This design comes from an exercise in tuning for small area and a short achievable clock period on the open sky130 flow, not from production work.
RTL that was checked went through simulation tests only; none was proved equivalent to the original.
Function not checked in run 2: the RTL went through the layout flow alone.
No driver is modelled on the clock port, so clocking that relies on it looks cheaper here than on a real chip.

==> flow/design.v (outline; a module is shown in full before it is edited, if it fits) <==
// module mac_top: 1537 lines
module mac_top #(
   parameter int A_WIDTH = 18,
   parameter int B_WIDTH = 18,
   parameter int P_WIDTH = 48
) (
   input  logic                      clk,
   input  logic                      rst_n,
   input  logic signed [A_WIDTH-1:0] data_a,
   input  logic signed [B_WIDTH-1:0] data_b,
   input  mac_pkg::mac_op_e          op,
   input  logic                      activate_mac,
   output logic signed [P_WIDTH-1:0] data_p,
   output logic                      p_valid
);
  // ...
==> flow/flow/run.sh <==
#!/bin/bash
# The standard layout, with these changes in how it is made:
# - Yosys's synth runs without its early ABC pass (-noabc), so the full
#   adders it extracts keep their polarity (no inverters between them);
# - the port buffers are the smallest buffer (buf_1) instead of the
#   default clkdlybuf4s50_1; every port is still buffered;
# - after CTS, flow/pq_clock_delay.tcl puts delay chains in front of the
#   result register's clock (useful skew for the register-to-register
#   multiply-add paths);
# - only the setup repair after global routing, the first that sees that
#   skew, is given a setup margin (flow/grt_margin.tcl).
export SYNTH_ARGS="-noabc"
export BUFFER_PORTS_ARGS="-buffer_cell sky130_fd_sc_hd__buf_1"
export POST_CTS_TCL="$PWD/flow/pq_clock_delay.tcl"
export PQ_DLY_CELLS="sky130_fd_sc_hd__clkdlybuf4s50_1 sky130_fd_sc_hd__clkdlybuf4s50_1 sky130_fd_sc_hd__clkdlybuf4s50_1"
export PQ_SKIP_BITS=8
export PQ_BUF_CELL=sky130_fd_sc_hd__clkbuf_8
export PRE_GLOBAL_ROUTE_TCL="$PWD/flow/grt_margin.tcl"
bash standard.sh > standard.log 2>&1
==> flow/flow/grt_margin.tcl <==
# Pre-global-route hook: the setup repair after global routing aims at
# 5.2 ns of slack. It is the first repair that sees the
# result register's delayed clock, so it is the only one given a margin.
set ::env(SETUP_SLACK_MARGIN) 5.2
==> flow/flow/pq_clock_delay.tcl <==
# Post-CTS hook: the result register p_q gets its clock through a short
# delay chain below each clock-tree leaf that drives it, so its clock
# arrives later than the operand registers'. This is useful skew for the
# operand -> result paths (the long multiply-add paths); the result
# register's own feedback path sees about the same delay at both ends.
# The low bits (below PQ_SKIP_BITS) keep the undelayed clock.
# The later repair steps (global route) see and repair the new timing.
set block [ord::get_db_block]
set db [ord::get_db]
set chain {}
foreach c $::env(PQ_DLY_CELLS) { lappend chain [$db findMaster $c] }
lappend chain [$db findMaster $::env(PQ_BUF_CELL)]
set groups [dict create]
set n 0
foreach inst [$block getInsts] {
  if {[regexp {^p_q\\?\[([0-9]+)} [$inst getName]] && [string match sky130_fd_sc_hd__df* [[$inst getMaster] getName]]} {
    incr n
    regexp {^p_q\\?\[([0-9]+)} [$inst getName] -> bit
    # the low result bits have short paths and ample setup slack: no delay
    if {$bit < $::env(PQ_SKIP_BITS)} { continue }
    set net [[$inst findITerm CLK] getNet]
    dict lappend groups [$net getName] $inst
  }
}
if {$n != 48} { error "pq_clock_delay: expected 48 result flops, found $n" }
set g 0
dict for {netname flops} $groups {
  set net [$block findNet $netname]
  set sx 0; set sy 0
  foreach f $flops {
    set bb [$f getBBox]
    set sx [expr {$sx + [$bb xMin]}]; set sy [expr {$sy + [$bb yMin]}]
  }
  set cx [expr {int($sx / [llength $flops])}]
  set cy [expr {int($sy / [llength $flops])}]
  set prev $net
  set k 0
  foreach m $chain {
    set inst [odb::dbInst_create $block $m "pq_clkdly_${g}_$k"]
    set out [odb::dbNet_create $block "pq_clk_${g}_$k"]
    $out setSigType CLOCK
    [$inst findITerm A] connect $prev
    [$inst findITerm X] connect $out
    $inst setLocation $cx $cy
    $inst setPlacementStatus PLACED
    set prev $out
    incr k
  }
  foreach f $flops {
    set it [$f findITerm CLK]
    $it disconnect
    $it connect $prev
  }
  puts "pq_clock_delay: group $g under $netname: [llength $flops] flops"
  incr g
}
global_connect
detailed_placement
check_placement -verbose
estimate_parasitics -placement
report_clock_skew
==> flow/standard.sh <==
#!/bin/bash
# synth_recipe.tcl (not shown) runs the flow's synth.tcl, then flattens the netlist and writes it again
# the make line also repeats each setting of config.mk as NAME=value (left out here)
make -C /OpenROAD-flow-scripts/flow DESIGN_CONFIG=/design/flow/config.mk WORK_HOME=/design/flow/orfs CLKGATE_MAP_FILE= SYNTH_SCRIPT=/design/flow/synth_recipe.tcl "${@:-finish}"
==> flow/config.mk <==
export PLATFORM = sky130hd
export DESIGN_NAME = mac_top
export DESIGN_NICKNAME = mac_top
export VERILOG_FILES = /design/flow/design.v
export SDC_FILE = /design/flow/constraint.sdc
export NUM_CORES = 4
export LEC_CHECK = 0
export ABC_AREA = 1
export CAP_MARGIN = 20
export CORE_MARGIN = 2
export CORE_UTILIZATION = 40
export CTS_BUF_LIST = sky130_fd_sc_hd__clkbuf_4 sky130_fd_sc_hd__clkbuf_8
export HOLD_SLACK_MARGIN = 0.1
export SLEW_MARGIN = 20
==> flow/constraint.sdc <==
create_clock -name core_clock -period 10.0 [get_ports {clk}]
set_input_delay 2.0000 -clock core_clock [delete_from_list [all_inputs] [get_ports {clk}]]
set_output_delay 2.0000 -clock core_clock [all_outputs]
set_load 0.01 [all_outputs]
==> out/qor.txt, run 1 <==
OUTCOME
-------------------------------------------------------------------------------------------
Status                                                             timing/DRC/antenna clean

SYNTHESIS
-------------------------------------------------------------------------------------------
Area share of the leading cell type in the synthesized netlist                       0.2943
Post-synthesis share of cell area spent on and, or, nand and nor gates              0.06591
Number of enable-type register cells in the synthesized netlist                           0
Mean instance size in the synthesized netlist                                   9.760 sq um

FINAL LAYOUT
-------------------------------------------------------------------------------------------
Area Growth Syn to Fin                                                               20.07%
Logic inverters                                                                         174
Fill cell total of the finished layout                                                 2667

FLOORPLAN
-------------------------------------------------------------------------------------------
Site row count                                                                           61

CRITICAL PATH
-------------------------------------------------------------------------------------------
Path length in cells of the critical path                                                22
Buf/Inv on CP                                                                             2
Ordered cell list for the critical path                                        clkinvlp_4 > o22ai_1 > xor2_1 > fa_1 > fa_1 > fa_1 > fa_1 > fa_1 > fa_1 > ha_1 > nand2_1 > nor2_1 > nand2_1 > nor2_1 > nand2_4 > nand2_4 > nand2_2 > nand2_2 > inv_2 > o21a_1 > fa_1 > xnor2_1

TIMING
-------------------------------------------------------------------------------------------
Unrepaired setup endpoints after global routing                                       false
Final Hold Fails                                                                          0
Setup total negative slack                                                             0 ns
Transition time at the pin with the least slew margin                             0.9528 ns

ROUTE
-------------------------------------------------------------------------------------------
Remaining number of nets flagged by the antenna check after routing                       0
Metal3 WL                                                                      1660 microns
Total number of vias                                                                   8981
Sum of met2 wire segment lengths after detailed routing                        14250 microns
Number of design-rule violations left by the first detailed-router iteration            629

GRT
-------------------------------------------------------------------------------------------
Global-route wire length before repair                                         44830 microns
Fraction of met1 tracks used by global routing                                       0.2539

==> inputs of run 2 (changes only) <==
--- a/flow/design.v
+++ b/flow/design.v
@@ -798,374 +798,374 @@
    assign pp164 = ((one_q[8] & a_q[11]) | (two_q[8] & a_q[10])) ^ neg_q[8];
    assign pp165 = ((one_q[8] & a_q[12]) | (two_q[8] & a_q[11])) ^ neg_q[8];
    assign pp166 = ((one_q[8] & a_q[13]) | (two_q[8] & a_q[12])) ^ neg_q[8];
    assign pp167 = ((one_q[8] & a_q[14]) | (two_q[8] & a_q[13])) ^ neg_q[8];
    assign pp168 = ((one_q[8] & a_q[15]) | (two_q[8] & a_q[14])) ^ neg_q[8];
    assign pp169 = ((one_q[8] & a_q[16]) | (two_q[8] & a_q[15])) ^ neg_q[8];
    assign pp170 = ((one_q[8] & a_q[17]) | (two_q[8] & a_q[16])) ^ neg_q[8];
    assign pp171 = ~(((one_q[8] | two_q[8]) & a_q[17]) ^ neg_q[8]);
-   assign s172 = neg_q[0] ^ pp1;
-   assign c173 = neg_q[0] & pp1;
-   assign s174 = pp2 ^ c173;
-   assign c175 = pp2 & c173;
-   assign s176 = neg_q[1] ^ pp3 ^ pp20;
-   assign c177 = (neg_q[1] & pp3) | (neg_q[1] & pp20) | (pp3 & pp20);
-   assign s178 = c175 ^ s176;
-   assign c179 = c175 & s176;
-   assign s180 = pp4 ^ pp21 ^ c177;
-   assign c181 = (pp4 & pp21) | (pp4 & c177) | (pp21 & c177);
-   assign s182 = c179 ^ s180;
-   assign c183 = c179 & s180;
-   assign s184 = neg_q[2] ^ pp5 ^ pp22;
-   assign c185 = (neg_q[2] & pp5) | (neg_q[2] & pp22) | (pp5 & pp22);
-   assign s186 = pp39 ^ s184 ^ c181;
-   assign c187 = (pp39 & s184) | (pp39 & c181) | (s184 & c181);
-   assign s188 = c183 ^ s186;
-   assign c189 = c183 & s186;
-   assign s190 = pp6 ^ pp23 ^ pp40;
-   assign c191 = (pp6 & pp23) | (pp6 & pp40) | (pp23 & pp40);
-   assign s192 = c185 ^ s190 ^ c187;
-   assign c193 = (c185 & s190) | (c185 & c187) | (s190 & c187);
-   assign s194 = c189 ^ s192;
-   assign c195 = c189 & s192;
-   assign s196 = neg_q[3] ^ pp7 ^ pp24;
-   assign c197 = (neg_q[3] & pp7) | (neg_q[3] & pp24) | (pp7 & pp24);
-   assign s198 = pp41 ^ pp58 ^ c191;
-   assign c199 = (pp41 & pp58) | (pp41 & c191) | (pp58 & c191);
-   assign s200 = s196 ^ s198 ^ c193;
-   assign c201 = (s196 & s198) | (s196 & c193) | (s198 & c193);
-   assign s202 = pg[6] ^ c195;
-   assign c203 = pg[6] & c195;
-   assign s204 = pp8 ^ pp25 ^ pp42;
-   assign c205 = (pp8 & pp25) | (pp8 & pp42) | (pp25 & pp42);
-   assign s206 = pp59 ^ c197 ^ s204;
-   assign c207 = (pp59 & c197) | (pp59 & s204) | (c197 & s204);
-   assign s208 = c199 ^ s206 ^ pg[7];
-   assign c209 = (c199 & s206) | (c199 & pg[7]) | (s206 & pg[7]);
-   assign s210 = c201 ^ c203;
-   assign c211 = c201 & c203;
-   assign s212 = neg_q[4] ^ pp9 ^ pp26;
-   assign c213 = (neg_q[4] & pp9) | (neg_q[4] & pp26) | (pp9 & pp26);
-   assign s214 = pp43 ^ pp60 ^ pp77;
-   assign c215 = (pp43 & pp60) | (pp43 & pp77) | (pp60 & pp77);
-   assign s216 = c205 ^ s212 ^ s214;
-   assign c217 = (c205 & s212) | (c205 & s214) | (s212 & s214);
-   assign s218 = c207 ^ s216 ^ pg[8];
-   assign c219 = (c207 & s216) | (c207 & pg[8]) | (s216 & pg[8]);
-   assign s220 = c209 ^ s218;
-   assign c221 = c209 & s218;
-   assign s222 = pp10 ^ pp27 ^ pp44;
-   assign c223 = (pp10 & pp27) | (pp10 & pp44) | (pp27 & pp44);
-   assign s224 = pp61 ^ pp78 ^ c213;
-   assign c225 = (pp61 & pp78) | (pp61 & c213) | (pp78 & c213);
-   assign s226 = c215 ^ s222 ^ c217;
-   assign c227 = (c215 & s222) | (c215 & c217) | (s222 & c217);
-   assign s228 = s224 ^ s226 ^ pg[9];
-   assign c229 = (s224 & s226) | (s224 & pg[9]) | (s226 & pg[9]);
-   assign s230 = c219 ^ s228;
-   assign c231 = c219 & s228;
-   assign s232 = neg_q[5] ^ pp11 ^ pp28;
-   assign c233 = (neg_q[5] & pp11) | (neg_q[5] & pp28) | (pp11 & pp28);
-   assign s234 = pp45 ^ pp62 ^ pp79;
-   assign c235 = (pp45 & pp62) | (pp45 & pp79) | (pp62 & pp79);
-   assign s236 = pp96 ^ c223 ^ s232;
-   assign c237 = (pp96 & c223) | (pp96 & s232) | (c223 & s232);
-   assign s238 = s234 ^ c225 ^ s236;
-   assign c239 = (s234 & c225) | (s234 & s236) | (c225 & s236);
-   assign s240 = c227 ^ s238 ^ pg[10];
-   assign c241 = (c227 & s238) | (c227 & pg[10]) | (s238 & pg[10]);
-   assign s242 = c229 ^ s240;
-   assign c243 = c229 & s240;
-   assign s244 = pp12 ^ pp29 ^ pp46;
-   assign c245 = (pp12 & pp29) | (pp12 & pp46) | (pp29 & pp46);
-   assign s246 = pp63 ^ pp80 ^ pp97;
-   assign c247 = (pp63 & pp80) | (pp63 & pp97) | (pp80 & pp97);
-   assign s248 = c233 ^ c235 ^ s244;
-   assign c249 = (c233 & c235) | (c233 & s244) | (c235 & s244);
-   assign s250 = s246 ^ c237 ^ s248;
-   assign c251 = (s246 & c237) | (s246 & s248) | (c237 & s248);
-   assign s252 = c239 ^ s250 ^ pg[11];
-   assign c253 = (c239 & s250) | (c239 & pg[11]) | (s250 & pg[11]);
-   assign s254 = c241 ^ s252;
-   assign c255 = c241 & s252;
-   assign s256 = neg_q[6] ^ pp13 ^ pp30;
-   assign c257 = (neg_q[6] & pp13) | (neg_q[6] & pp30) | (pp13 & pp30);
-   assign s258 = pp47 ^ pp64 ^ pp81;
-   assign c259 = (pp47 & pp64) | (pp47 & pp81) | (pp64 & pp81);
-   assign s260 = pp98 ^ pp115 ^ c245;
-   assign c261 = (pp98 & pp115) | (pp98 & c245) | (pp115 & c245);
-   assign s262 = c247 ^ s256 ^ s258;
-   assign c263 = (c247 & s256) | (c247 & s258) | (s256 & s258);
-   assign s264 = c249 ^ s260 ^ s262;
-   assign c265 = (c249 & s260) | (c249 & s262) | (s260 & s262);
-   assign s266 = c251 ^ s264 ^ pg[12];
-   assign c267 = (c251 & s264) | (c251 & pg[12]) | (s264 & pg[12]);
-   assign s268 = c253 ^ s266;
-   assign c269 = c253 & s266;
-   assign s270 = pp14 ^ pp31 ^ pp48;
-   assign c271 = (pp14 & pp31) | (pp14 & pp48) | (pp31 & pp48);
-   assign s272 = pp65 ^ pp82 ^ pp99;
-   assign c273 = (pp65 & pp82) | (pp65 & pp99) | (pp82 & pp99);
-   assign s274 = pp116 ^ c257 ^ c259;
-   assign c275 = (pp116 & c257) | (pp116 & c259) | (c257 & c259);
-   assign s276 = s270 ^ s272 ^ c261;
-   assign c277 = (s270 & s272) | (s270 & c261) | (s272 & c261);
-   assign s278 = c263 ^ s274 ^ s276;
-   assign c279 = (c263 & s274) | (c263 & s276) | (s274 & s276);
-   assign s280 = c265 ^ s278 ^ pg[13];
-   assign c281 = (c265 & s278) | (c265 & pg[13]) | (s278 & pg[13]);
-   assign s282 = c267 ^ s280;
-   assign c283 = c267 & s280;
-   assign s284 = neg_q[7] ^ pp15 ^ pp32;
-   assign c285 = (neg_q[7] & pp15) | (neg_q[7] & pp32) | (pp15 & pp32);
-   assign s286 = pp49 ^ pp66 ^ pp83;
-   assign c287 = (pp49 & pp66) | (pp49 & pp83) | (pp66 & pp83);
-   assign s288 = pp100 ^ pp117 ^ pp134;
-   assign c289 = (pp100 & pp117) | (pp100 & pp134) | (pp117 & pp134);
-   assign s290 = c271 ^ c273 ^ s284;
-   assign c291 = (c271 & c273) | (c271 & s284) | (c273 & s284);
-   assign s292 = s286 ^ s288 ^ c275;
-   assign c293 = (s286 & s288) | (s286 & c275) | (s288 & c275);
-   assign s294 = s290 ^ c277 ^ s292;
-   assign c295 = (s290 & c277) | (s290 & s292) | (c277 & s292);
-   assign s296 = c279 ^ s294 ^ pg[14];
-   assign c297 = (c279 & s294) | (c279 & pg[14]) | (s294 & pg[14]);
-   assign s298 = c281 ^ s296;
-   assign c299 = c281 & s296;
-   assign s300 = pp16 ^ pp33 ^ pp50;
-   assign c301 = (pp16 & pp33) | (pp16 & pp50) | (pp33 & pp50);
-   assign s302 = pp67 ^ pp84 ^ pp101;
-   assign c303 = (pp67 & pp84) | (pp67 & pp101) | (pp84 & pp101);
-   assign s304 = pp118 ^ pp135 ^ c285;
-   assign c305 = (pp118 & pp135) | (pp118 & c285) | (pp135 & c285);
-   assign s306 = c287 ^ c289 ^ s300;
-   assign c307 = (c287 & c289) | (c287 & s300) | (c289 & s300);
-   assign s308 = s302 ^ c291 ^ s304;
-   assign c309 = (s302 & c291) | (s302 & s304) | (c291 & s304);
-   assign s310 = s306 ^ c293 ^ s308;
-   assign c311 = (s306 & c293) | (s306 & s308) | (c293 & s308);
-   assign s312 = c295 ^ s310 ^ pg[15];
-   assign c313 = (c295 & s310) | (c295 & pg[15]) | (s310 & pg[15]);
-   assign s314 = c297 ^ s312;
-   assign c315 = c297 & s312;
-   assign s316 = neg_q[8] ^ pp17 ^ pp34;
-   assign c317 = (neg_q[8] & pp17) | (neg_q[8] & pp34) | (pp17 & pp34);
-   assign s318 = pp51 ^ pp68 ^ pp85;
-   assign c319 = (pp51 & pp68) | (pp51 & pp85) | (pp68 & pp85);
-   assign s320 = pp102 ^ pp119 ^ pp136;
-   assign c321 = (pp102 & pp119) | (pp102 & pp136) | (pp119 & pp136);
-   assign s322 = pp153 ^ c301 ^ c303;
-   assign c323 = (pp153 & c301) | (pp153 & c303) | (c301 & c303);
-   assign s324 = s316 ^ s318 ^ s320;
-   assign c325 = (s316 & s318) | (s316 & s320) | (s318 & s320);
-   assign s326 = c305 ^ c307 ^ s322;
-   assign c327 = (c305 & c307) | (c305 & s322) | (c307 & s322);
-   assign s328 = s324 ^ c309 ^ s326;
-   assign c329 = (s324 & c309) | (s324 & s326) | (c309 & s326);
-   assign s330 = c311 ^ s328 ^ pg[16];
-   assign c331 = (c311 & s328) | (c311 & pg[16]) | (s328 & pg[16]);
-   assign s332 = c313 ^ s330;
-   assign c333 = c313 & s330;
-   assign s334 = pp18 ^ pp35 ^ pp52;
-   assign c335 = (pp18 & pp35) | (pp18 & pp52) | (pp35 & pp52);
-   assign s336 = pp69 ^ pp86 ^ pp103;
-   assign c337 = (pp69 & pp86) | (pp69 & pp103) | (pp86 & pp103);
-   assign s338 = pp120 ^ pp137 ^ pp154;
-   assign c339 = (pp120 & pp137) | (pp120 & pp154) | (pp137 & pp154);
-   assign s340 = c317 ^ c319 ^ c321;
-   assign c341 = (c317 & c319) | (c317 & c321) | (c319 & c321);
-   assign s342 = s334 ^ s336 ^ s338;
-   assign c343 = (s334 & s336) | (s334 & s338) | (s336 & s338);
-   assign s344 = c323 ^ c325 ^ s340;
-   assign c345 = (c323 & c325) | (c323 & s340) | (c325 & s340);
-   assign s346 = s342 ^ c327 ^ s344;
-   assign c347 = (s342 & c327) | (s342 & s344) | (c327 & s344);
-   assign s348 = c329 ^ s346 ^ pg[17];
-   assign c349 = (c329 & s346) | (c329 & pg[17]) | (s346 & pg[17]);
-   assign s350 = c331 ^ s348;
-   assign c351 = c331 & s348;
-   assign s352 = 1'b1 ^ pp19 ^ pp36;
-   assign c353 = (1'b1 & pp19) | (1'b1 & pp36) | (pp19 & pp36);
-   assign s354 = pp53 ^ pp70 ^ pp87;
-   assign c355 = (pp53 & pp70) | (pp53 & pp87) | (pp70 & pp87);
-   assign s356 = pp104 ^ pp121 ^ pp138;
-   assign c357 = (pp104 & pp121) | (pp104 & pp138) | (pp121 & pp138);
-   assign s358 = pp155 ^ c335 ^ c337;
-   assign c359 = (pp155 & c335) | (pp155 & c337) | (c335 & c337);
-   assign s360 = c339 ^ s352 ^ s354;
-   assign c361 = (c339 & s352) | (c339 & s354) | (s352 & s354);
-   assign s362 = s356 ^ c341 ^ c343;
-   assign c363 = (s356 & c341) | (s356 & c343) | (c341 & c343);
-   assign s364 = s358 ^ s360 ^ c345;
-   assign c365 = (s358 & s360) | (s358 & c345) | (s360 & c345);
-   assign s366 = s362 ^ c347 ^ s364;
-   assign c367 = (s362 & c347) | (s362 & s364) | (c347 & s364);
-   assign s368 = pg[18] ^ s366 ^ c349;
-   assign c369 = (pg[18] & s366) | (pg[18] & c349) | (s366 & c349);
-   assign s370 = 1'b1 ^ pp37 ^ pp54;
-   assign c371 = (1'b1 & pp37) | (1'b1 & pp54) | (pp37 & pp54);
-   assign s372 = pp71 ^ pp88 ^ pp105;
-   assign c373 = (pp71 & pp88) | (pp71 & pp105) | (pp88 & pp105);
-   assign s374 = pp122 ^ pp139 ^ pp156;
-   assign c375 = (pp122 & pp139) | (pp122 & pp156) | (pp139 & pp156);
-   assign s376 = c353 ^ c355 ^ c357;
-   assign c377 = (c353 & c355) | (c353 & c357) | (c355 & c357);
-   assign s378 = s370 ^ s372 ^ s374;
-   assign c379 = (s370 & s372) | (s370 & s374) | (s372 & s374);
-   assign s380 = c359 ^ c361 ^ s376;
-   assign c381 = (c359 & c361) | (c359 & s376) | (c361 & s376);
-   assign s382 = s378 ^ c363 ^ s380;
-   assign c383 = (s378 & c363) | (s378 & s380) | (c363 & s380);
-   assign s384 = c365 ^ s382 ^ pg[19];
-   assign c385 = (c365 & s382) | (c365 & pg[19]) | (s382 & pg[19]);
-   assign s386 = c367 ^ s384;
-   assign c387 = c367 & s384;
-   assign s388 = pp38 ^ pp55 ^ pp72;
-   assign c389 = (pp38 & pp55) | (pp38 & pp72) | (pp55 & pp72);
-   assign s390 = pp89 ^ pp106 ^ pp123;
-   assign c391 = (pp89 & pp106) | (pp89 & pp123) | (pp106 & pp123);
-   assign s392 = pp140 ^ pp157 ^ c371;
-   assign c393 = (pp140 & pp157) | (pp140 & c371) | (pp157 & c371);
-   assign s394 = c373 ^ c375 ^ s388;
-   assign c395 = (c373 & c375) | (c373 & s388) | (c375 & s388);
-   assign s396 = s390 ^ c377 ^ c379;
-   assign c397 = (s390 & c377) | (s390 & c379) | (c377 & c379);
-   assign s398 = s392 ^ s394 ^ c381;
-   assign c399 = (s392 & s394) | (s392 & c381) | (s394 & c381);
-   assign s400 = s396 ^ c383 ^ s398;
-   assign c401 = (s396 & c383) | (s396 & s398) | (c383 & s398);
-   assign s402 = pg[20] ^ s400 ^ c385;
-   assign c403 = (pg[20] & s400) | (pg[20] & c385) | (s400 & c385);
-   assign s404 = 1'b1 ^ pp56 ^ pp73;
-   assign c405 = (1'b1 & pp56) | (1'b1 & pp73) | (pp56 & pp73);
-   assign s406 = pp90 ^ pp107 ^ pp124;
-   assign c407 = (pp90 & pp107) | (pp90 & pp124) | (pp107 & pp124);
-   assign s408 = pp141 ^ pp158 ^ c389;
-   assign c409 = (pp141 & pp158) | (pp141 & c389) | (pp158 & c389);
-   assign s410 = c391 ^ s404 ^ s406;
-   assign c411 = (c391 & s404) | (c391 & s406) | (s404 & s406);
-   assign s412 = c393 ^ c395 ^ s408;
-   assign c413 = (c393 & c395) | (c393 & s408) | (c395 & s408);
-   assign s414 = s410 ^ c397 ^ s412;
-   assign c415 = (s410 & c397) | (s410 & s412) | (c397 & s412);
-   assign s416 = c399 ^ s414 ^ pg[21];
-   assign c417 = (c399 & s414) | (c399 & pg[21]) | (s414 & pg[21]);
-   assign s418 = c401 ^ s416;
-   assign c419 = c401 & s416;
-   assign s420 = pp57 ^ pp74 ^ pp91;
-   assign c421 = (pp57 & pp74) | (pp57 & pp91) | (pp74 & pp91);
-   assign s422 = pp108 ^ pp125 ^ pp142;
-   assign c423 = (pp108 & pp125) | (pp108 & pp142) | (pp125 & pp142);
-   assign s424 = pp159 ^ c405 ^ c407;
-   assign c425 = (pp159 & c405) | (pp159 & c407) | (c405 & c407);
-   assign s426 = s420 ^ s422 ^ c409;
-   assign c427 = (s420 & s422) | (s420 & c409) | (s422 & c409);
-   assign s428 = c411 ^ s424 ^ c413;
-   assign c429 = (c411 & s424) | (c411 & c413) | (s424 & c413);
-   assign s430 = s426 ^ c415 ^ s428;
-   assign c431 = (s426 & c415) | (s426 & s428) | (c415 & s428);
-   assign s432 = pg[22] ^ s430 ^ c417;
-   assign c433 = (pg[22] & s430) | (pg[22] & c417) | (s430 & c417);
-   assign s434 = 1'b1 ^ pp75 ^ pp92;
-   assign c435 = (1'b1 & pp75) | (1'b1 & pp92) | (pp75 & pp92);
-   assign s436 = pp109 ^ pp126 ^ pp143;
-   assign c437 = (pp109 & pp126) | (pp109 & pp143) | (pp126 & pp143);
-   assign s438 = pp160 ^ c421 ^ c423;
-   assign c439 = (pp160 & c421) | (pp160 & c423) | (c421 & c423);
-   assign s440 = s434 ^ s436 ^ c425;
-   assign c441 = (s434 & s436) | (s434 & c425) | (s436 & c425);
-   assign s442 = s438 ^ c427 ^ s440;
-   assign c443 = (s438 & c427) | (s438 & s440) | (c427 & s440);
-   assign s444 = c429 ^ s442 ^ pg[23];
-   assign c445 = (c429 & s442) | (c429 & pg[23]) | (s442 & pg[23]);
-   assign s446 = c431 ^ s444;
-   assign c447 = c431 & s444;
-   assign s448 = pp76 ^ pp93 ^ pp110;
-   assign c449 = (pp76 & pp93) | (pp76 & pp110) | (pp93 & pp110);
-   assign s450 = pp127 ^ pp144 ^ pp161;
-   assign c451 = (pp127 & pp144) | (pp127 & pp161) | (pp144 & pp161);
-   assign s452 = c435 ^ c437 ^ s448;
-   assign c453 = (c435 & c437) | (c435 & s448) | (c437 & s448);
-   assign s454 = s450 ^ c439 ^ s452;
-   assign c455 = (s450 & c439) | (s450 & s452) | (c439 & s452);
-   assign s456 = c441 ^ s454 ^ c443;
-   assign c457 = (c441 & s454) | (c441 & c443) | (s454 & c443);
-   assign s458 = pg[24] ^ s456 ^ c445;
-   assign c459 = (pg[24] & s456) | (pg[24] & c445) | (s456 & c445);
-   assign s460 = 1'b1 ^ pp94 ^ pp111;
-   assign c461 = (1'b1 & pp94) | (1'b1 & pp111) | (pp94 & pp111);
-   assign s462 = pp128 ^ pp145 ^ pp162;
-   assign c463 = (pp128 & pp145) | (pp128 & pp162) | (pp145 & pp162);
-   assign s464 = c449 ^ c451 ^ s460;
-   assign c465 = (c449 & c451) | (c449 & s460) | (c451 & s460);
-   assign s466 = s462 ^ c453 ^ s464;
-   assign c467 = (s462 & c453) | (s462 & s464) | (c453 & s464);
-   assign s468 = c455 ^ s466 ^ pg[25];
-   assign c469 = (c455 & s466) | (c455 & pg[25]) | (s466 & pg[25]);
-   assign s470 = c457 ^ s468;
-   assign c471 = c457 & s468;
-   assign s472 = pp95 ^ pp112 ^ pp129;
-   assign c473 = (pp95 & pp112) | (pp95 & pp129) | (pp112 & pp129);
-   assign s474 = pp146 ^ pp163 ^ c461;
-   assign c475 = (pp146 & pp163) | (pp146 & c461) | (pp163 & c461);
-   assign s476 = c463 ^ s472 ^ c465;
-   assign c477 = (c463 & s472) | (c463 & c465) | (s472 & c465);
-   assign s478 = s474 ^ c467 ^ s476;
-   assign c479 = (s474 & c467) | (s474 & s476) | (c467 & s476);
-   assign s480 = s478 ^ pg[26] ^ c469;
-   assign c481 = (s478 & pg[26]) | (s478 & c469) | (pg[26] & c469);
-   assign s482 = 1'b1 ^ pp113 ^ pp130;
-   assign c483 = (1'b1 & pp113) | (1'b1 & pp130) | (pp113 & pp130);
-   assign s484 = pp147 ^ pp164 ^ c473;
-   assign c485 = (pp147 & pp164) | (pp147 & c473) | (pp164 & c473);
-   assign s486 = s482 ^ c475 ^ s484;
-   assign c487 = (s482 & c475) | (s482 & s484) | (c475 & s484);
-   assign s488 = c477 ^ s486 ^ c479;
-   assign c489 = (c477 & s486) | (c477 & c479) | (s486 & c479);
-   assign s490 = pg[27] ^ s488;
-   assign c491 = pg[27] & s488;
-   assign s492 = pp114 ^ pp131 ^ pp148;
-   assign c493 = (pp114 & pp131) | (pp114 & pp148) | (pp131 & pp148);
-   assign s494 = pp165 ^ c483 ^ s492;
-   assign c495 = (pp165 & c483) | (pp165 & s492) | (c483 & s492);
-   assign s496 = c485 ^ s494 ^ c487;
-   assign c497 = (c485 & s494) | (c485 & c487) | (s494 & c487);
-   assign s498 = s496 ^ pg[28] ^ c489;
-   assign c499 = (s496 & pg[28]) | (s496 & c489) | (pg[28] & c489);
-   assign s500 = 1'b1 ^ pp132 ^ pp149;
-   assign c501 = (1'b1 & pp132) | (1'b1 & pp149) | (pp132 & pp149);
-   assign s502 = pp166 ^ c493 ^ s500;
-   assign c503 = (pp166 & c493) | (pp166 & s500) | (c493 & s500);
-   assign s504 = c495 ^ s502 ^ c497;
-   assign c505 = (c495 & s502) | (c495 & c497) | (s502 & c497);
-   assign s506 = pg[29] ^ s504;
-   assign c507 = pg[29] & s504;
-   assign s508 = pp133 ^ pp150 ^ pp167;
-   assign c509 = (pp133 & pp150) | (pp133 & pp167) | (pp150 & pp167);
-   assign s510 = c501 ^ s508 ^ c503;
-   assign c511 = (c501 & s508) | (c501 & c503) | (s508 & c503);
-   assign s512 = s510 ^ pg[30] ^ c505;
-   assign c513 = (s510 & pg[30]) | (s510 & c505) | (pg[30] & c505);
-   assign s514 = 1'b1 ^ pp151 ^ pp168;
-   assign c515 = (1'b1 & pp151) | (1'b1 & pp168) | (pp151 & pp168);
-   assign s516 = c509 ^ s514 ^ c511;
-   assign c517 = (c509 & s514) | (c509 & c511) | (s514 & c511);
-   assign s518 = s516 ^ pg[31];
-   assign c519 = s516 & pg[31];
-   assign s520 = pp152 ^ pp169 ^ c515;
-   assign c521 = (pp152 & pp169) | (pp152 & c515) | (pp169 & c515);
-   assign s522 = s520 ^ c517 ^ pg[32];
-   assign c523 = (s520 & c517) | (s520 & pg[32]) | (c517 & pg[32]);
-   assign s524 = 1'b1 ^ pp170 ^ c521;
-   assign c525 = (1'b1 & pp170) | (1'b1 & c521) | (pp170 & c521);
-   assign s526 = s524 ^ pg[33];
-   assign c527 = s524 & pg[33];
-   assign s528 = pp171 ^ c525 ^ pg[34];
-   assign c529 = (pp171 & c525) | (pp171 & pg[34]) | (c525 & pg[34]);
+   assign s172 = neg_q[7] ^ pp15;
+   assign c173 = neg_q[7] & pp15;
+   assign s174 = pp16 ^ pp33;
+   assign c175 = pp16 & pp33;
+   assign s176 = neg_q[8] ^ pp17 ^ pp34;
+   assign c177 = (neg_q[8] & pp17) | (neg_q[8] & pp34) | (pp17 & pp34);
+   assign s178 = pp51 ^ pp68;
+   assign c179 = pp51 & pp68;
+   assign s180 = pp18 ^ pp35 ^ pp52;
+   assign c181 = (pp18 & pp35) | (pp18 & pp52) | (pp35 & pp52);
+   assign s182 = pp69 ^ pp86;
+   assign c183 = pp69 & pp86;
+   assign s184 = 1'b1 ^ pp19 ^ pp36;
+   assign c185 = (1'b1 & pp19) | (1'b1 & pp36) | (pp19 & pp36);
+   assign s186 = pp53 ^ pp70 ^ pp87;
+   assign c187 = (pp53 & pp70) | (pp53 & pp87) | (pp70 & pp87);
+   assign s188 = 1'b1 ^ pp37 ^ pp54;
+   assign c189 = (1'b1 & pp37) | (1'b1 & pp54) | (pp37 & pp54);
+   assign s190 = pp71 ^ pp88;
+   assign c191 = pp71 & pp88;
+   assign s192 = pp38 ^ pp55 ^ pp72;
+   assign c193 = (pp38 & pp55) | (pp38 & pp72) | (pp55 & pp72);
+   assign s194 = 1'b1 ^ pp56;
+   assign c195 = 1'b1 & pp56;
+   assign s196 = neg_q[4] ^ pp9;
+   assign c197 = neg_q[4] & pp9;
+   assign s198 = pp10 ^ pp27;
+   assign c199 = pp10 & pp27;
+   assign s200 = neg_q[5] ^ pp11 ^ pp28;
+   assign c201 = (neg_q[5] & pp11) | (neg_q[5] & pp28) | (pp11 & pp28);
+   assign s202 = pp45 ^ pp62;
+   assign c203 = pp45 & pp62;
+   assign s204 = pp12 ^ pp29 ^ pp46;
+   assign c205 = (pp12 & pp29) | (pp12 & pp46) | (pp29 & pp46);
+   assign s206 = pp63 ^ pp80;
+   assign c207 = pp63 & pp80;
+   assign s208 = neg_q[6] ^ pp13 ^ pp30;
+   assign c209 = (neg_q[6] & pp13) | (neg_q[6] & pp30) | (pp13 & pp30);
+   assign s210 = pp47 ^ pp64 ^ pp81;
+   assign c211 = (pp47 & pp64) | (pp47 & pp81) | (pp64 & pp81);
+   assign s212 = pp98 ^ pp115;
+   assign c213 = pp98 & pp115;
+   assign s214 = pp14 ^ pp31 ^ pp48;
+   assign c215 = (pp14 & pp31) | (pp14 & pp48) | (pp31 & pp48);
+   assign s216 = pp65 ^ pp82 ^ pp99;
+   assign c217 = (pp65 & pp82) | (pp65 & pp99) | (pp82 & pp99);
+   assign s218 = pp116 ^ pg[13];
+   assign c219 = pp116 & pg[13];
+   assign s220 = pp32 ^ pp49 ^ pp66;
+   assign c221 = (pp32 & pp49) | (pp32 & pp66) | (pp49 & pp66);
+   assign s222 = pp83 ^ pp100 ^ pp117;
+   assign c223 = (pp83 & pp100) | (pp83 & pp117) | (pp100 & pp117);
+   assign s224 = pp134 ^ s172 ^ pg[14];
+   assign c225 = (pp134 & s172) | (pp134 & pg[14]) | (s172 & pg[14]);
+   assign s226 = pp50 ^ pp67 ^ pp84;
+   assign c227 = (pp50 & pp67) | (pp50 & pp84) | (pp67 & pp84);
+   assign s228 = pp101 ^ pp118 ^ pp135;
+   assign c229 = (pp101 & pp118) | (pp101 & pp135) | (pp118 & pp135);
+   assign s230 = c173 ^ s174 ^ pg[15];
+   assign c231 = (c173 & s174) | (c173 & pg[15]) | (s174 & pg[15]);
+   assign s232 = pp85 ^ pp102 ^ pp119;
+   assign c233 = (pp85 & pp102) | (pp85 & pp119) | (pp102 & pp119);
+   assign s234 = pp136 ^ pp153 ^ c175;
+   assign c235 = (pp136 & pp153) | (pp136 & c175) | (pp153 & c175);
+   assign s236 = s178 ^ s176 ^ pg[16];
+   assign c237 = (s178 & s176) | (s178 & pg[16]) | (s176 & pg[16]);
+   assign s238 = pp103 ^ pp120 ^ pp137;
+   assign c239 = (pp103 & pp120) | (pp103 & pp137) | (pp120 & pp137);
+   assign s240 = pp154 ^ c179 ^ s182;
+   assign c241 = (pp154 & c179) | (pp154 & s182) | (c179 & s182);
+   assign s242 = c177 ^ s180 ^ pg[17];
+   assign c243 = (c177 & s180) | (c177 & pg[17]) | (s180 & pg[17]);
+   assign s244 = pp104 ^ pp121 ^ pp138;
+   assign c245 = (pp104 & pp121) | (pp104 & pp138) | (pp121 & pp138);
+   assign s246 = pp155 ^ c183 ^ c181;
+   assign c247 = (pp155 & c183) | (pp155 & c181) | (c183 & c181);
+   assign s248 = s184 ^ s186 ^ pg[18];
+   assign c249 = (s184 & s186) | (s184 & pg[18]) | (s186 & pg[18]);
+   assign s250 = pp105 ^ pp122 ^ pp139;
+   assign c251 = (pp105 & pp122) | (pp105 & pp139) | (pp122 & pp139);
+   assign s252 = pp156 ^ s190 ^ c185;
+   assign c253 = (pp156 & s190) | (pp156 & c185) | (s190 & c185);
+   assign s254 = c187 ^ s188 ^ pg[19];
+   assign c255 = (c187 & s188) | (c187 & pg[19]) | (s188 & pg[19]);
+   assign s256 = pp89 ^ pp106 ^ pp123;
+   assign c257 = (pp89 & pp106) | (pp89 & pp123) | (pp106 & pp123);
+   assign s258 = pp140 ^ pp157 ^ c191;
+   assign c259 = (pp140 & pp157) | (pp140 & c191) | (pp157 & c191);
+   assign s260 = c189 ^ s192 ^ pg[20];
+   assign c261 = (c189 & s192) | (c189 & pg[20]) | (s192 & pg[20]);
+   assign s262 = pp73 ^ pp90 ^ pp107;
+   assign c263 = (pp73 & pp90) | (pp73 & pp107) | (pp90 & pp107);
+   assign s264 = pp124 ^ pp141 ^ pp158;
+   assign c265 = (pp124 & pp141) | (pp124 & pp158) | (pp141 & pp158);
+   assign s266 = s194 ^ c193 ^ pg[21];
+   assign c267 = (s194 & c193) | (s194 & pg[21]) | (c193 & pg[21]);
+   assign s268 = pp57 ^ pp74 ^ pp91;
+   assign c269 = (pp57 & pp74) | (pp57 & pp91) | (pp74 & pp91);
+   assign s270 = pp108 ^ pp125 ^ pp142;
+   assign c271 = (pp108 & pp125) | (pp108 & pp142) | (pp125 & pp142);
+   assign s272 = pp159 ^ c195 ^ pg[22];
+   assign c273 = (pp159 & c195) | (pp159 & pg[22]) | (c195 & pg[22]);
+   assign s274 = 1'b1 ^ pp75 ^ pp92;
+   assign c275 = (1'b1 & pp75) | (1'b1 & pp92) | (pp75 & pp92);
+   assign s276 = pp109 ^ pp126 ^ pp143;
+   assign c277 = (pp109 & pp126) | (pp109 & pp143) | (pp126 & pp143);
+   assign s278 = pp160 ^ pg[23];
+   assign c279 = pp160 & pg[23];
+   assign s280 = pp76 ^ pp93 ^ pp110;
+   assign c281 = (pp76 & pp93) | (pp76 & pp110) | (pp93 & pp110);
+   assign s282 = pp127 ^ pp144 ^ pp161;
+   assign c283 = (pp127 & pp144) | (pp127 & pp161) | (pp144 & pp161);
+   assign s284 = 1'b1 ^ pp94 ^ pp111;
+   assign c285 = (1'b1 & pp94) | (1'b1 & pp111) | (pp94 & pp111);
+   assign s286 = pp128 ^ pp145;
+   assign c287 = pp128 & pp145;
+   assign s288 = pp95 ^ pp112 ^ pp129;
+   assign c289 = (pp95 & pp112) | (pp95 & pp129) | (pp112 & pp129);
+   assign s290 = 1'b1 ^ pp113;
+   assign c291 = 1'b1 & pp113;
+   assign s292 = neg_q[2] ^ pp5;
+   assign c293 = neg_q[2] & pp5;
+   assign s294 = pp6 ^ pp23;
+   assign c295 = pp6 & pp23;
+   assign s296 = neg_q[3] ^ pp7 ^ pp24;
+   assign c297 = (neg_q[3] & pp7) | (neg_q[3] & pp24) | (pp7 & pp24);
+   assign s298 = pp41 ^ pp58;
+   assign c299 = pp41 & pp58;
+   assign s300 = pp8 ^ pp25 ^ pp42;
+   assign c301 = (pp8 & pp25) | (pp8 & pp42) | (pp25 & pp42);
+   assign s302 = pp59 ^ pg[7];
+   assign c303 = pp59 & pg[7];
+   assign s304 = pp26 ^ pp43 ^ pp60;
+   assign c305 = (pp26 & pp43) | (pp26 & pp60) | (pp43 & pp60);
+   assign s306 = pp77 ^ s196 ^ pg[8];
+   assign c307 = (pp77 & s196) | (pp77 & pg[8]) | (s196 & pg[8]);
+   assign s308 = pp44 ^ pp61 ^ pp78;
+   assign c309 = (pp44 & pp61) | (pp44 & pp78) | (pp61 & pp78);
+   assign s310 = c197 ^ s198 ^ pg[9];
+   assign c311 = (c197 & s198) | (c197 & pg[9]) | (s198 & pg[9]);
+   assign s312 = pp79 ^ pp96 ^ c199;
+   assign c313 = (pp79 & pp96) | (pp79 & c199) | (pp96 & c199);
+   assign s314 = s202 ^ s200 ^ pg[10];
+   assign c315 = (s202 & s200) | (s202 & pg[10]) | (s200 & pg[10]);
+   assign s316 = pp97 ^ c203 ^ s206;
+   assign c317 = (pp97 & c203) | (pp97 & s206) | (c203 & s206);
+   assign s318 = c201 ^ s204 ^ pg[11];
+   assign c319 = (c201 & s204) | (c201 & pg[11]) | (s204 & pg[11]);
+   assign s320 = c207 ^ s212 ^ c205;
+   assign c321 = (c207 & s212) | (c207 & c205) | (s212 & c205);
+   assign s322 = s208 ^ s210 ^ pg[12];
+   assign c323 = (s208 & s210) | (s208 & pg[12]) | (s210 & pg[12]);
+   assign s324 = c213 ^ c209 ^ c211;
+   assign c325 = (c213 & c209) | (c213 & c211) | (c209 & c211);
+   assign s326 = s214 ^ s216 ^ s218;
+   assign c327 = (s214 & s216) | (s214 & s218) | (s216 & s218);
+   assign s328 = c215 ^ c217 ^ s220;
+   assign c329 = (c215 & c217) | (c215 & s220) | (c217 & s220);
+   assign s330 = s222 ^ c219 ^ s224;
+   assign c331 = (s222 & c219) | (s222 & s224) | (c219 & s224);
+   assign s332 = c221 ^ c223 ^ s226;
+   assign c333 = (c221 & c223) | (c221 & s226) | (c223 & s226);
+   assign s334 = s228 ^ c225 ^ s230;
+   assign c335 = (s228 & c225) | (s228 & s230) | (c225 & s230);
+   assign s336 = c227 ^ c229 ^ s232;
+   assign c337 = (c227 & c229) | (c227 & s232) | (c229 & s232);
+   assign s338 = s234 ^ c231 ^ s236;
+   assign c339 = (s234 & c231) | (s234 & s236) | (c231 & s236);
+   assign s340 = c233 ^ s238 ^ c235;
+   assign c341 = (c233 & s238) | (c233 & c235) | (s238 & c235);
+   assign s342 = s240 ^ c237 ^ s242;
+   assign c343 = (s240 & c237) | (s240 & s242) | (c237 & s242);
+   assign s344 = c239 ^ s244 ^ c241;
+   assign c345 = (c239 & s244) | (c239 & c241) | (s244 & c241);
+   assign s346 = s246 ^ c243 ^ s248;
+   assign c347 = (s246 & c243) | (s246 & s248) | (c243 & s248);
+   assign s348 = c245 ^ s250 ^ c247;
+   assign c349 = (c245 & s250) | (c245 & c247) | (s250 & c247);
+   assign s350 = s252 ^ c249 ^ s254;
+   assign c351 = (s252 & c249) | (s252 & s254) | (c249 & s254);
+   assign s352 = c251 ^ s256 ^ s258;
+   assign c353 = (c251 & s256) | (c251 & s258) | (s256 & s258);
+   assign s354 = c253 ^ c255 ^ s260;
+   assign c355 = (c253 & c255) | (c253 & s260) | (c255 & s260);
+   assign s356 = c257 ^ s262 ^ s264;
+   assign c357 = (c257 & s262) | (c257 & s264) | (s262 & s264);
+   assign s358 = c259 ^ c261 ^ s266;
+   assign c359 = (c259 & c261) | (c259 & s266) | (c261 & s266);
+   assign s360 = c263 ^ c265 ^ s268;
+   assign c361 = (c263 & c265) | (c263 & s268) | (c265 & s268);
+   assign s362 = s270 ^ c267 ^ s272;
+   assign c363 = (s270 & c267) | (s270 & s272) | (c267 & s272);
+   assign s364 = c269 ^ c271 ^ s274;
+   assign c365 = (c269 & c271) | (c269 & s274) | (c271 & s274);
+   assign s366 = s276 ^ s278 ^ c273;
+   assign c367 = (s276 & s278) | (s276 & c273) | (s278 & c273);
+   assign s368 = c275 ^ c277 ^ s280;
+   assign c369 = (c275 & c277) | (c275 & s280) | (c277 & s280);
+   assign s370 = s282 ^ pg[24] ^ c279;
+   assign c371 = (s282 & pg[24]) | (s282 & c279) | (pg[24] & c279);
+   assign s372 = pp162 ^ s286 ^ c281;
+   assign c373 = (pp162 & s286) | (pp162 & c281) | (s286 & c281);
+   assign s374 = c283 ^ s284 ^ pg[25];
+   assign c375 = (c283 & s284) | (c283 & pg[25]) | (s284 & pg[25]);
+   assign s376 = pp146 ^ pp163 ^ c287;
+   assign c377 = (pp146 & pp163) | (pp146 & c287) | (pp163 & c287);
+   assign s378 = c285 ^ s288 ^ pg[26];
+   assign c379 = (c285 & s288) | (c285 & pg[26]) | (s288 & pg[26]);
+   assign s380 = pp130 ^ pp147 ^ pp164;
+   assign c381 = (pp130 & pp147) | (pp130 & pp164) | (pp147 & pp164);
+   assign s382 = s290 ^ c289 ^ pg[27];
+   assign c383 = (s290 & c289) | (s290 & pg[27]) | (c289 & pg[27]);
+   assign s384 = pp114 ^ pp131 ^ pp148;
+   assign c385 = (pp114 & pp131) | (pp114 & pp148) | (pp131 & pp148);
+   assign s386 = pp165 ^ c291 ^ pg[28];
+   assign c387 = (pp165 & c291) | (pp165 & pg[28]) | (c291 & pg[28]);
+   assign s388 = 1'b1 ^ pp132 ^ pp149;
+   assign c389 = (1'b1 & pp132) | (1'b1 & pp149) | (pp132 & pp149);
+   assign s390 = pp166 ^ pg[29];
+   assign c391 = pp166 & pg[29];
+   assign s392 = pp133 ^ pp150 ^ pp167;
+   assign c393 = (pp133 & pp150) | (pp133 & pp167) | (pp150 & pp167);
+   assign s394 = 1'b1 ^ pp151;
+   assign c395 = 1'b1 & pp151;
+   assign s396 = neg_q[1] ^ pp3;
+   assign c397 = neg_q[1] & pp3;
+   assign s398 = pp4 ^ pp21;
+   assign c399 = pp4 & pp21;
+   assign s400 = pp22 ^ pp39 ^ s292;
+   assign c401 = (pp22 & pp39) | (pp22 & s292) | (pp39 & s292);
+   assign s402 = pp40 ^ c293 ^ s294;
+   assign c403 = (pp40 & c293) | (pp40 & s294) | (c293 & s294);
+   assign s404 = c295 ^ s298 ^ s296;
+   assign c405 = (c295 & s298) | (c295 & s296) | (s298 & s296);
+   assign s406 = c299 ^ c297 ^ s300;
+   assign c407 = (c299 & c297) | (c299 & s300) | (c297 & s300);
+   assign s408 = c301 ^ s304 ^ c303;
+   assign c409 = (c301 & s304) | (c301 & c303) | (s304 & c303);
+   assign s410 = c305 ^ s308 ^ c307;
+   assign c411 = (c305 & s308) | (c305 & c307) | (s308 & c307);
+   assign s412 = c309 ^ s312 ^ c311;
+   assign c413 = (c309 & s312) | (c309 & c311) | (s312 & c311);
+   assign s414 = c313 ^ s316 ^ c315;
+   assign c415 = (c313 & s316) | (c313 & c315) | (s316 & c315);
+   assign s416 = c317 ^ s320 ^ c319;
+   assign c417 = (c317 & s320) | (c317 & c319) | (s320 & c319);
+   assign s418 = c321 ^ s324 ^ c323;
+   assign c419 = (c321 & s324) | (c321 & c323) | (s324 & c323);
+   assign s420 = c325 ^ s328 ^ c327;
+   assign c421 = (c325 & s328) | (c325 & c327) | (s328 & c327);
+   assign s422 = c329 ^ s332 ^ c331;
+   assign c423 = (c329 & s332) | (c329 & c331) | (s332 & c331);
+   assign s424 = c333 ^ s336 ^ c335;
+   assign c425 = (c333 & s336) | (c333 & c335) | (s336 & c335);
+   assign s426 = c337 ^ s340 ^ c339;
+   assign c427 = (c337 & s340) | (c337 & c339) | (s340 & c339);
+   assign s428 = c341 ^ s344 ^ c343;
+   assign c429 = (c341 & s344) | (c341 & c343) | (s344 & c343);
+   assign s430 = c345 ^ s348 ^ c347;
+   assign c431 = (c345 & s348) | (c345 & c347) | (s348 & c347);
+   assign s432 = s352 ^ c349 ^ c351;
+   assign c433 = (s352 & c349) | (s352 & c351) | (c349 & c351);
+   assign s434 = s356 ^ c353 ^ c355;
+   assign c435 = (s356 & c353) | (s356 & c355) | (c353 & c355);
+   assign s436 = c357 ^ s360 ^ c359;
+   assign c437 = (c357 & s360) | (c357 & c359) | (s360 & c359);
+   assign s438 = c361 ^ s364 ^ s366;
+   assign c439 = (c361 & s364) | (c361 & s366) | (s364 & s366);
+   assign s440 = c365 ^ s368 ^ s370;
+   assign c441 = (c365 & s368) | (c365 & s370) | (s368 & s370);
+   assign s442 = s372 ^ c369 ^ s374;
+   assign c443 = (s372 & c369) | (s372 & s374) | (c369 & s374);
+   assign s444 = s376 ^ c373 ^ c375;
+   assign c445 = (s376 & c373) | (s376 & c375) | (c373 & c375);
+   assign s446 = s380 ^ c377 ^ c379;
+   assign c447 = (s380 & c377) | (s380 & c379) | (c377 & c379);
+   assign s448 = c381 ^ s384 ^ c383;
+   assign c449 = (c381 & s384) | (c381 & c383) | (s384 & c383);
+   assign s450 = c385 ^ s388 ^ s390;
+   assign c451 = (c385 & s388) | (c385 & s390) | (s388 & s390);
+   assign s452 = c389 ^ s392 ^ pg[30];
+   assign c453 = (c389 & s392) | (c389 & pg[30]) | (s392 & pg[30]);
+   assign s454 = pp168 ^ s394 ^ c393;
+   assign c455 = (pp168 & s394) | (pp168 & c393) | (s394 & c393);
+   assign s456 = pp152 ^ pp169 ^ c395;
+   assign c457 = (pp152 & pp169) | (pp152 & c395) | (pp169 & c395);
+   assign s458 = 1'b1 ^ pp170;
+   assign c459 = 1'b1 & pp170;
+   assign s460 = neg_q[0] ^ pp1;
+   assign c461 = neg_q[0] & pp1;
+   assign s462 = pp2 ^ pg[1];
+   assign c463 = pp2 & pg[1];
+   assign s464 = pp20 ^ s396 ^ pg[2];
+   assign c465 = (pp20 & s396) | (pp20 & pg[2]) | (s396 & pg[2]);
+   assign s466 = c397 ^ s398 ^ pg[3];
+   assign c467 = (c397 & s398) | (c397 & pg[3]) | (s398 & pg[3]);
+   assign s468 = c399 ^ s400 ^ pg[4];
+   assign c469 = (c399 & s400) | (c399 & pg[4]) | (s400 & pg[4]);
+   assign s470 = c401 ^ s402 ^ pg[5];
+   assign c471 = (c401 & s402) | (c401 & pg[5]) | (s402 & pg[5]);
+   assign s472 = c403 ^ s404 ^ pg[6];
+   assign c473 = (c403 & s404) | (c403 & pg[6]) | (s404 & pg[6]);
+   assign s474 = c405 ^ s406 ^ s302;
+   assign c475 = (c405 & s406) | (c405 & s302) | (s406 & s302);
+   assign s476 = c407 ^ s306 ^ s408;
+   assign c477 = (c407 & s306) | (c407 & s408) | (s306 & s408);
+   assign s478 = s310 ^ c409 ^ s410;
+   assign c479 = (s310 & c409) | (s310 & s410) | (c409 & s410);
+   assign s480 = s314 ^ c411 ^ s412;
+   assign c481 = (s314 & c411) | (s314 & s412) | (c411 & s412);
+   assign s482 = s318 ^ c413 ^ s414;
+   assign c483 = (s318 & c413) | (s318 & s414) | (c413 & s414);
+   assign s484 = s322 ^ c415 ^ s416;
+   assign c485 = (s322 & c415) | (s322 & s416) | (c415 & s416);
+   assign s486 = s326 ^ c417 ^ s418;
+   assign c487 = (s326 & c417) | (s326 & s418) | (c417 & s418);
+   assign s488 = c419 ^ s330 ^ s420;
+   assign c489 = (c419 & s330) | (c419 & s420) | (s330 & s420);
+   assign s490 = s334 ^ c421 ^ s422;
+   assign c491 = (s334 & c421) | (s334 & s422) | (c421 & s422);
+   assign s492 = s338 ^ c423 ^ s424;
+   assign c493 = (s338 & c423) | (s338 & s424) | (c423 & s424);
+   assign s494 = s342 ^ c425 ^ s426;
+   assign c495 = (s342 & c425) | (s342 & s426) | (c425 & s426);
+   assign s496 = s346 ^ c427 ^ s428;
+   assign c497 = (s346 & c427) | (s346 & s428) | (c427 & s428);
+   assign s498 = s350 ^ c429 ^ s430;
+   assign c499 = (s350 & c429) | (s350 & s430) | (c429 & s430);
+   assign s500 = s354 ^ c431 ^ s432;
+   assign c501 = (s354 & c431) | (s354 & s432) | (c431 & s432);
+   assign s502 = s358 ^ c433 ^ s434;
+   assign c503 = (s358 & c433) | (s358 & s434) | (c433 & s434);
+   assign s504 = s362 ^ c435 ^ s436;
+   assign c505 = (s362 & c435) | (s362 & s436) | (c435 & s436);
+   assign s506 = c363 ^ c437 ^ s438;
+   assign c507 = (c363 & c437) | (c363 & s438) | (c437 & s438);
+   assign s508 = c367 ^ s440 ^ c439;
+   assign c509 = (c367 & s440) | (c367 & c439) | (s440 & c439);
+   assign s510 = c371 ^ s442 ^ c441;
+   assign c511 = (c371 & s442) | (c371 & c441) | (s442 & c441);
+   assign s512 = s378 ^ s444 ^ c443;
+   assign c513 = (s378 & s444) | (s378 & c443) | (s444 & c443);
+   assign s514 = s382 ^ c445 ^ s446;
+   assign c515 = (s382 & c445) | (s382 & s446) | (c445 & s446);
+   assign s516 = s386 ^ c447 ^ s448;
+   assign c517 = (s386 & c447) | (s386 & s448) | (c447 & s448);
+   assign s518 = c387 ^ s450 ^ c449;
+   assign c519 = (c387 & s450) | (c387 & c449) | (s450 & c449);
+   assign s520 = c391 ^ s452 ^ c451;
+   assign c521 = (c391 & s452) | (c391 & c451) | (s452 & c451);
+   assign s522 = s454 ^ pg[31] ^ c453;
+   assign c523 = (s454 & pg[31]) | (s454 & c453) | (pg[31] & c453);
+   assign s524 = s456 ^ c455 ^ pg[32];
+   assign c525 = (s456 & c455) | (s456 & pg[32]) | (c455 & pg[32]);
+   assign s526 = s458 ^ c457 ^ pg[33];
+   assign c527 = (s458 & c457) | (s458 & pg[33]) | (c457 & pg[33]);
+   assign s528 = pp171 ^ c459 ^ pg[34];
+   assign c529 = (pp171 & c459) | (pp171 & pg[34]) | (c459 & pg[34]);
    assign s530 = 1'b1 ^ pg[35];
    assign c531 = 1'b1 & pg[35];
    assign s532 = 1'b1 ^ pg[36];
    assign c533 = 1'b1 & pg[36];
    assign s534 = 1'b1 ^ pg[37];
    assign c535 = 1'b1 & pg[37];
    assign s536 = 1'b1 ^ pg[38];
    assign c537 = 1'b1 & pg[38];
@@ -1182,18 +1182,18 @@
    assign s548 = 1'b1 ^ pg[44];
    assign c549 = 1'b1 & pg[44];
    assign s550 = 1'b1 ^ pg[45];
    assign c551 = 1'b1 & pg[45];
    assign s552 = 1'b1 ^ pg[46];
    assign c553 = 1'b1 & pg[46];
    assign s554 = 1'b1 ^ pg[47];
    assign c555 = 1'b1 & pg[47];
-   assign rx = {c553, c551, c549, c547, c545, c543, c541, c539, c537, c535, c533, c531, c529, c527, c523, c519, c513, c507, c499, c491, c481, c471, c459, c447, c433, c419, c403, c387, c369, c351, c333, c315, c299, c283, c269, c255, c243, c231, c221, c211, s208, s200, pg[5], pg[4], pg[3], pg[2], pg[1], pg[0]};
-   assign ry = {s554, s552, s550, s548, s546, s544, s542, s540, s538, s536, s534, s532, s530, s528, s526, s522, s518, s512, s506, s498, s490, s480, s470, s458, s446, s432, s418, s402, s386, s368, s350, s332, s314, s298, s282, s268, s254, s242, s230, s220, s210, s202, s194, s188, s182, s178, s174, s172};
+   assign rx = {s554, s552, s550, s548, s546, s544, s542, s540, s538, s536, s534, s532, s530, s528, s526, s524, s522, s520, s518, s516, s514, s512, s510, s508, s506, s504, s502, s500, s498, s496, s494, s492, s490, s488, s486, s484, s482, s480, s478, s476, s474, s472, s470, s468, s466, s464, s462, pg[0]};
+   assign ry = {c553, c551, c549, c547, c545, c543, c541, c539, c537, c535, c533, c531, c529, c527, c525, c523, c521, c519, c517, c515, c513, c511, c509, c507, c505, c503, c501, c499, c497, c495, c493, c491, c489, c487, c485, c483, c481, c479, c477, c475, c473, c471, c469, c467, c465, c463, c461, s460};
    logic [47:0] g0, p0;
    assign g0 = rx & ry;
    assign p0 = rx ^ ry;
    logic gg1;
    assign gg1 = g0[1] | (p0[1] & g0[0]);
    logic kp1;
    assign kp1 = p0[1] & p0[0];
    logic gg2;
==> flow/flow/run.sh (replaced) <==
#!/bin/bash
# The standard layout, with these changes in how it is made:
# - Yosys's synth runs without its early ABC pass (-noabc), so the full
#   adders it extracts keep their polarity (no inverters between them);
# - the port buffers are the smallest buffer (buf_1) instead of the
#   default clkdlybuf4s50_1; every port is still buffered;
# - after CTS, flow/pq_clock_delay.tcl puts delay chains in front of the
#   result register's clock (useful skew for the register-to-register
#   multiply-add paths).
export SYNTH_ARGS="-noabc"
export BUFFER_PORTS_ARGS="-buffer_cell sky130_fd_sc_hd__buf_1"
export POST_CTS_TCL="$PWD/flow/pq_clock_delay.tcl"
export PQ_DLY_CELLS="sky130_fd_sc_hd__clkdlybuf4s50_1 sky130_fd_sc_hd__clkdlybuf4s50_1 sky130_fd_sc_hd__clkdlybuf4s25_1"
export PQ_SKIP_BITS=8
export PQ_BUF_CELL=sky130_fd_sc_hd__clkbuf_8
bash standard.sh > standard.log 2>&1
==> flow/config.mk (replaced) <==
export PLATFORM = sky130hd
export DESIGN_NAME = mac_top
export DESIGN_NICKNAME = mac_top
export VERILOG_FILES = /design/flow/design.v
export SDC_FILE = /design/flow/constraint.sdc
export NUM_CORES = 4
export LEC_CHECK = 0
export ABC_AREA = 1
export CAP_MARGIN = 20
export CORE_MARGIN = 2
export CORE_UTILIZATION = 40
export HOLD_SLACK_MARGIN = 0.2
export SETUP_SLACK_MARGIN = 5
export SLEW_MARGIN = 20
removed: flow/flow/grt_margin.tcl
==> out/qor.txt, run 2 <==
SYNTHESIS
-------------------------------------------------------------------------------------------
Post-Syn Area                                                                  0.01139 sq mm
Syn_nets                                                                               1450
Post-synthesis share of cell area spent on and, or, nand and nor gates              0.06610   +0.0001954
Area share of the leading cell type in the synthesized netlist                       0.3022   +0.007900
Main combinational cell family by area after synthesis                          adder cells
Synth unique cells                                                                       33
Most frequently used cell type in the post-synthesis netlist                         xor2_1
Ranking of synthesized cells by instance count                                 xor2_1 (196), fa_1 (172), o22ai_1 (153)
Post-synthesis cell type with the largest combined area                                fa_1
Synthesized flop and latch total                                                         97
Xor-xnor portion of the synthesized cell area                                        0.1568
Post-synthesis compound-gate area fraction                                           0.1160
Multiplexer share of the synthesized area                                                 0
Top_reg_cell synth                                                                  dfrtp_1
Adder-cell share of the synthesized area                                             0.3834
Number of warnings printed during yosys synthesis                                         1
Cells after synthesis                                                                  1163
Sequential share of the synthesized area                                             0.2007
Top cells by area in the synthesized netlist                                   fa_1 (30%), dfrtp_1 (15%), xor2_1 (15%)
Mean instance size in the synthesized netlist                                   9.798 sq um   +0.39%
Number of enable-type register cells in the synthesized netlist                           0   unchanged
Fraction of registers with async set or reset after synthesis                        0.7113

FLOW RUN
-------------------------------------------------------------------------------------------
# Max-Cap Violations                                                                      0

ROUTE
-------------------------------------------------------------------------------------------
Length of the first detailed-routing pass in iterations                                   5
Total routed wirelength                                                        31580 microns
Ratio of routed vias to standard cells                                                5.277
Remaining number of nets flagged by the antenna check after routing                       0   unchanged
Routed wire per std cell                                                       18.37 microns
Total number of vias                                                                   9071   +1.0%
Residual DRC                                                                              0
Number of design-rule violations left by the first detailed-router iteration            740   +18%

FLOORPLAN
-------------------------------------------------------------------------------------------
Site row count                                                                           61   unchanged
Height of the chip                                                             172.8 microns
Die width                                                                      172.8 microns
Initial standard-cell utilization of the core                                        0.4079
Ports                                                                                    90
Core ar.                                                                       0.02793 sq mm
Die Area                                                                       0.02985 sq mm

CRITICAL PATH
-------------------------------------------------------------------------------------------
Startpoint type of the worst setup path                                                flop
FF-to-FF setup slack                                                                5.17 ns
Required time reported for the critical path endpoint                              11.65 ns
CP dominant cell by count                                                              fa_1
Beginning of the worst register-to-register path                                    p_q[22]
Largest driver fanout on the critical path                                                4
Logic depth of the worst register-to-register path                                       17
Sort of element at the end of the critical path                                        flop
Ordered cell list for the critical path                                        nand2_1 > inv_1 > fa_1 > fa_1 > fa_1 > fa_1 > ha_1 > nand2_1 > inv_1 > a21oi_2 > nand2_2 > a21oi_4 > nand2_8 > a31o_4 > fa_2 > xor2_1 > dlygate4sd3_1
Endpoint of the worst-slack reg-to-reg timing path                                  p_q[35]
Slowest stage cell on the critical path                                                fa_1
Category of the critical setup timing path                                       reg -> reg
Buf/Inv on CP                                                                             3   +1
Critical Path AT                                                                    6.47 ns
Critical path's top delay family                                                adder cells
Delay of the slowest critical-path stage                                            0.56 ns

HOLD PATH
-------------------------------------------------------------------------------------------
Hold Path Class                                                                  reg -> reg
Hold Path Origin                                                                    a_q[12]
Hold path endpoint                                                                  p_q[31]
Hold-critical path depth                                                                  8

CLOCK NETWORK
-------------------------------------------------------------------------------------------
# clock sinks                                                                            97
Clock slew seen by the registers of the worst setup and hold paths                  0.09 ns
Clock latency reported for the late side of the worst-skew pair                     1.77 ns
TritonCTS clock tree                                                                  built

TIMING
-------------------------------------------------------------------------------------------
Period utilisation layout                                                            0.4826
Highest Clock Rate                                                               0.2072 GHz
Setup total negative slack                                                             0 ns   unchanged
Setup clock skew after layout                                                      1.421 ns
Final Hold Fails                                                                          0   unchanged
Transition time at the pin with the least slew margin                             0.9539 ns   +0.001092 ns
Pins over their slew limit                                                                0
Unrepaired setup endpoints after global routing                                       false
Relative max-transition margin                                                       0.3640
Min Clock Period, post-route                                                       4.826 ns
Count of endpoints failing setup in the final report                                      0

GRT
-------------------------------------------------------------------------------------------
Vias in the first global route                                                         9549
Global-route wire length before repair                                         51520 microns   +15%
Overflow left after global routing                                                        0
Number of antenna violations at the first check in global routing                         0
GR Util All Layers                                                                   0.2177
Largest net degree at the start of global routing                                        70

PLACEMENT
-------------------------------------------------------------------------------------------
Input/output buffers                                                                     89
HPWL after DPL                                                                 21490 microns
Placed Cells incl. Taps                                                                1577
Routability-driven placement congestion ratio                                        0.8966

FINAL LAYOUT
-------------------------------------------------------------------------------------------
Antenna cells                                                                             0
Count of nets after finishing                                                          1623
Most frequent standard cell in the layout excluding fill and tap cells               xor2_1
Top library cells by usage in the layout, fill and taps aside                  xor2_1 (184), fa_1 (150), o22ai_1 (139)
Share of cells above drive strength 1                                                0.1946
Area Growth Syn to Fin                                                               23.50%
Count of placed standard cells in the final layout, fillers left out                   1719
Regs by FF count                                                               p_q: 48 flops, a_q: 18 flops
Register with the highest flop count                                                    p_q
Number of flip-flops in the largest register                                             48

OUTCOME
-------------------------------------------------------------------------------------------
Status                                                             timing/DRC/antenna clean

[run 2: changes by cell type in the layout (fill, tap and decap cells not counted), moves of 11 or more]
cell	change
fa_2	+22
clkinv_2	+17
fa_1	-18
clkinvlp_4	-35
nand2_1	-11
o22ai_1	-14
xor2_2	+11
clkinv_4	+22
ha_1	-14
[run 2: final cells by class, clock buffers not listed]
class / instances / area, sq um
Multi-Input combinational cell: 836 / 8656
Timing Repair Buffer: 201 / 1315
Fill cell: 2578 / 13860
Sequential cell: 97 / 2318
Tap cell: 378 / 473.0
Inverter: 171 / 774.5
Buffer: 20 / 219.0
Clock inverter: 7 / 91.34
[run 2: cell families (layout without fill, tap and decap cells)]
logic type,count (synthesis),count (layout)
AO/OA/AOI/OAI,207,207
AND/OR/NAND/NOR,179,179
buffers and inverters,230,408
adder cells (fa/ha/maj),246,246
flip-flops,97,97
XOR/XNOR,204,204
[run 2: worst max path at each step]
stage / cells after the start / start / end
global route: 17 / p_q[22] / p_q[35]
global placement: 22 / neg_q[2] / p_q[46]
detailed placement: 21 / neg_q[2] / p_q[42]
floorplan: 25 / a_q[16] / p_q[46]
finish: 17 / p_q[22] / p_q[35]
[run 2: routing by layer]
layer  routed length (microns)  track usage
met3                      1949      0.03100
met1                     13520       0.2906
met5                         0            0
met4                       838      0.07168
met2                     15270       0.3658
[run 2: metrics by stage]
| stage | hold slack (ns) | cell area [sq um] | setup WS, ns | utilization |
|---|---|---|---|---|
| 2_1_floorplan | 0.3312 | 11480 | 5.000 | - |
| 5_1_grt | 0.2004 | 14070 | 4.991 | 0.5038 |
| 3_5_place_dp | 0.3363 | 12070 | 4.063 | 0.4319 |
| 3_3_place_gp | 0.3323 | 12060 | 4.140 | 0.4318 |
| 6_report | 0.1442 | 14070 | 5.174 | 0.5038 |
[run 2: worst reg2reg max path, stage by stage, from the launching register on]
cell and delay, ns:
dfrtp_1 0.39, nand2_1 0.07, inv_1 0.07, fa_1 0.45
fa_1 0.57, fa_1 0.43, fa_1 0.44, ha_1 0.33
nand2_1 0.11, inv_1 0.05, a21oi_2 0.17, nand2_2 0.09
a21oi_4 0.18, nand2_8 0.09, a31o_4 0.23, fa_2 0.33
xor2_1 0.15, dlygate4sd3_1 0.56

port drivers added, routing unchanged:
Ports are ideal in the flow. The routed layouts listed here were re-timed in OpenROAD. Step 1 assumes that a clkbuf_16 drives the clock port and a buf_2 every other input. Step 2, shift: input delay + t, output delay - t, t = (earliest + latest rising clock arrival at the registers) / 2. This alone moves slack from input paths to output paths. Three values: no drivers, after step 1, after step 2; two values: the first two.
| run | shift t [ns] | slack for setup (ns) | clock arrival spread, ns | worst register clock-pin slew, ns |
|---|---|---|---|---|
| run 1 | 1.242 | 5.441 / 5.412 / 5.441 | 1.630 / 1.630 | 0.11 / 0.11 |
| run 2 | 1.105 | 5.174 / 5.174 / 5.174 | 1.421 / 1.422 | 0.09 / 0.09 |
Clock arrivals are far apart in run 1 and run 2, so t is only a midpoint there and step 2 fits no single register.
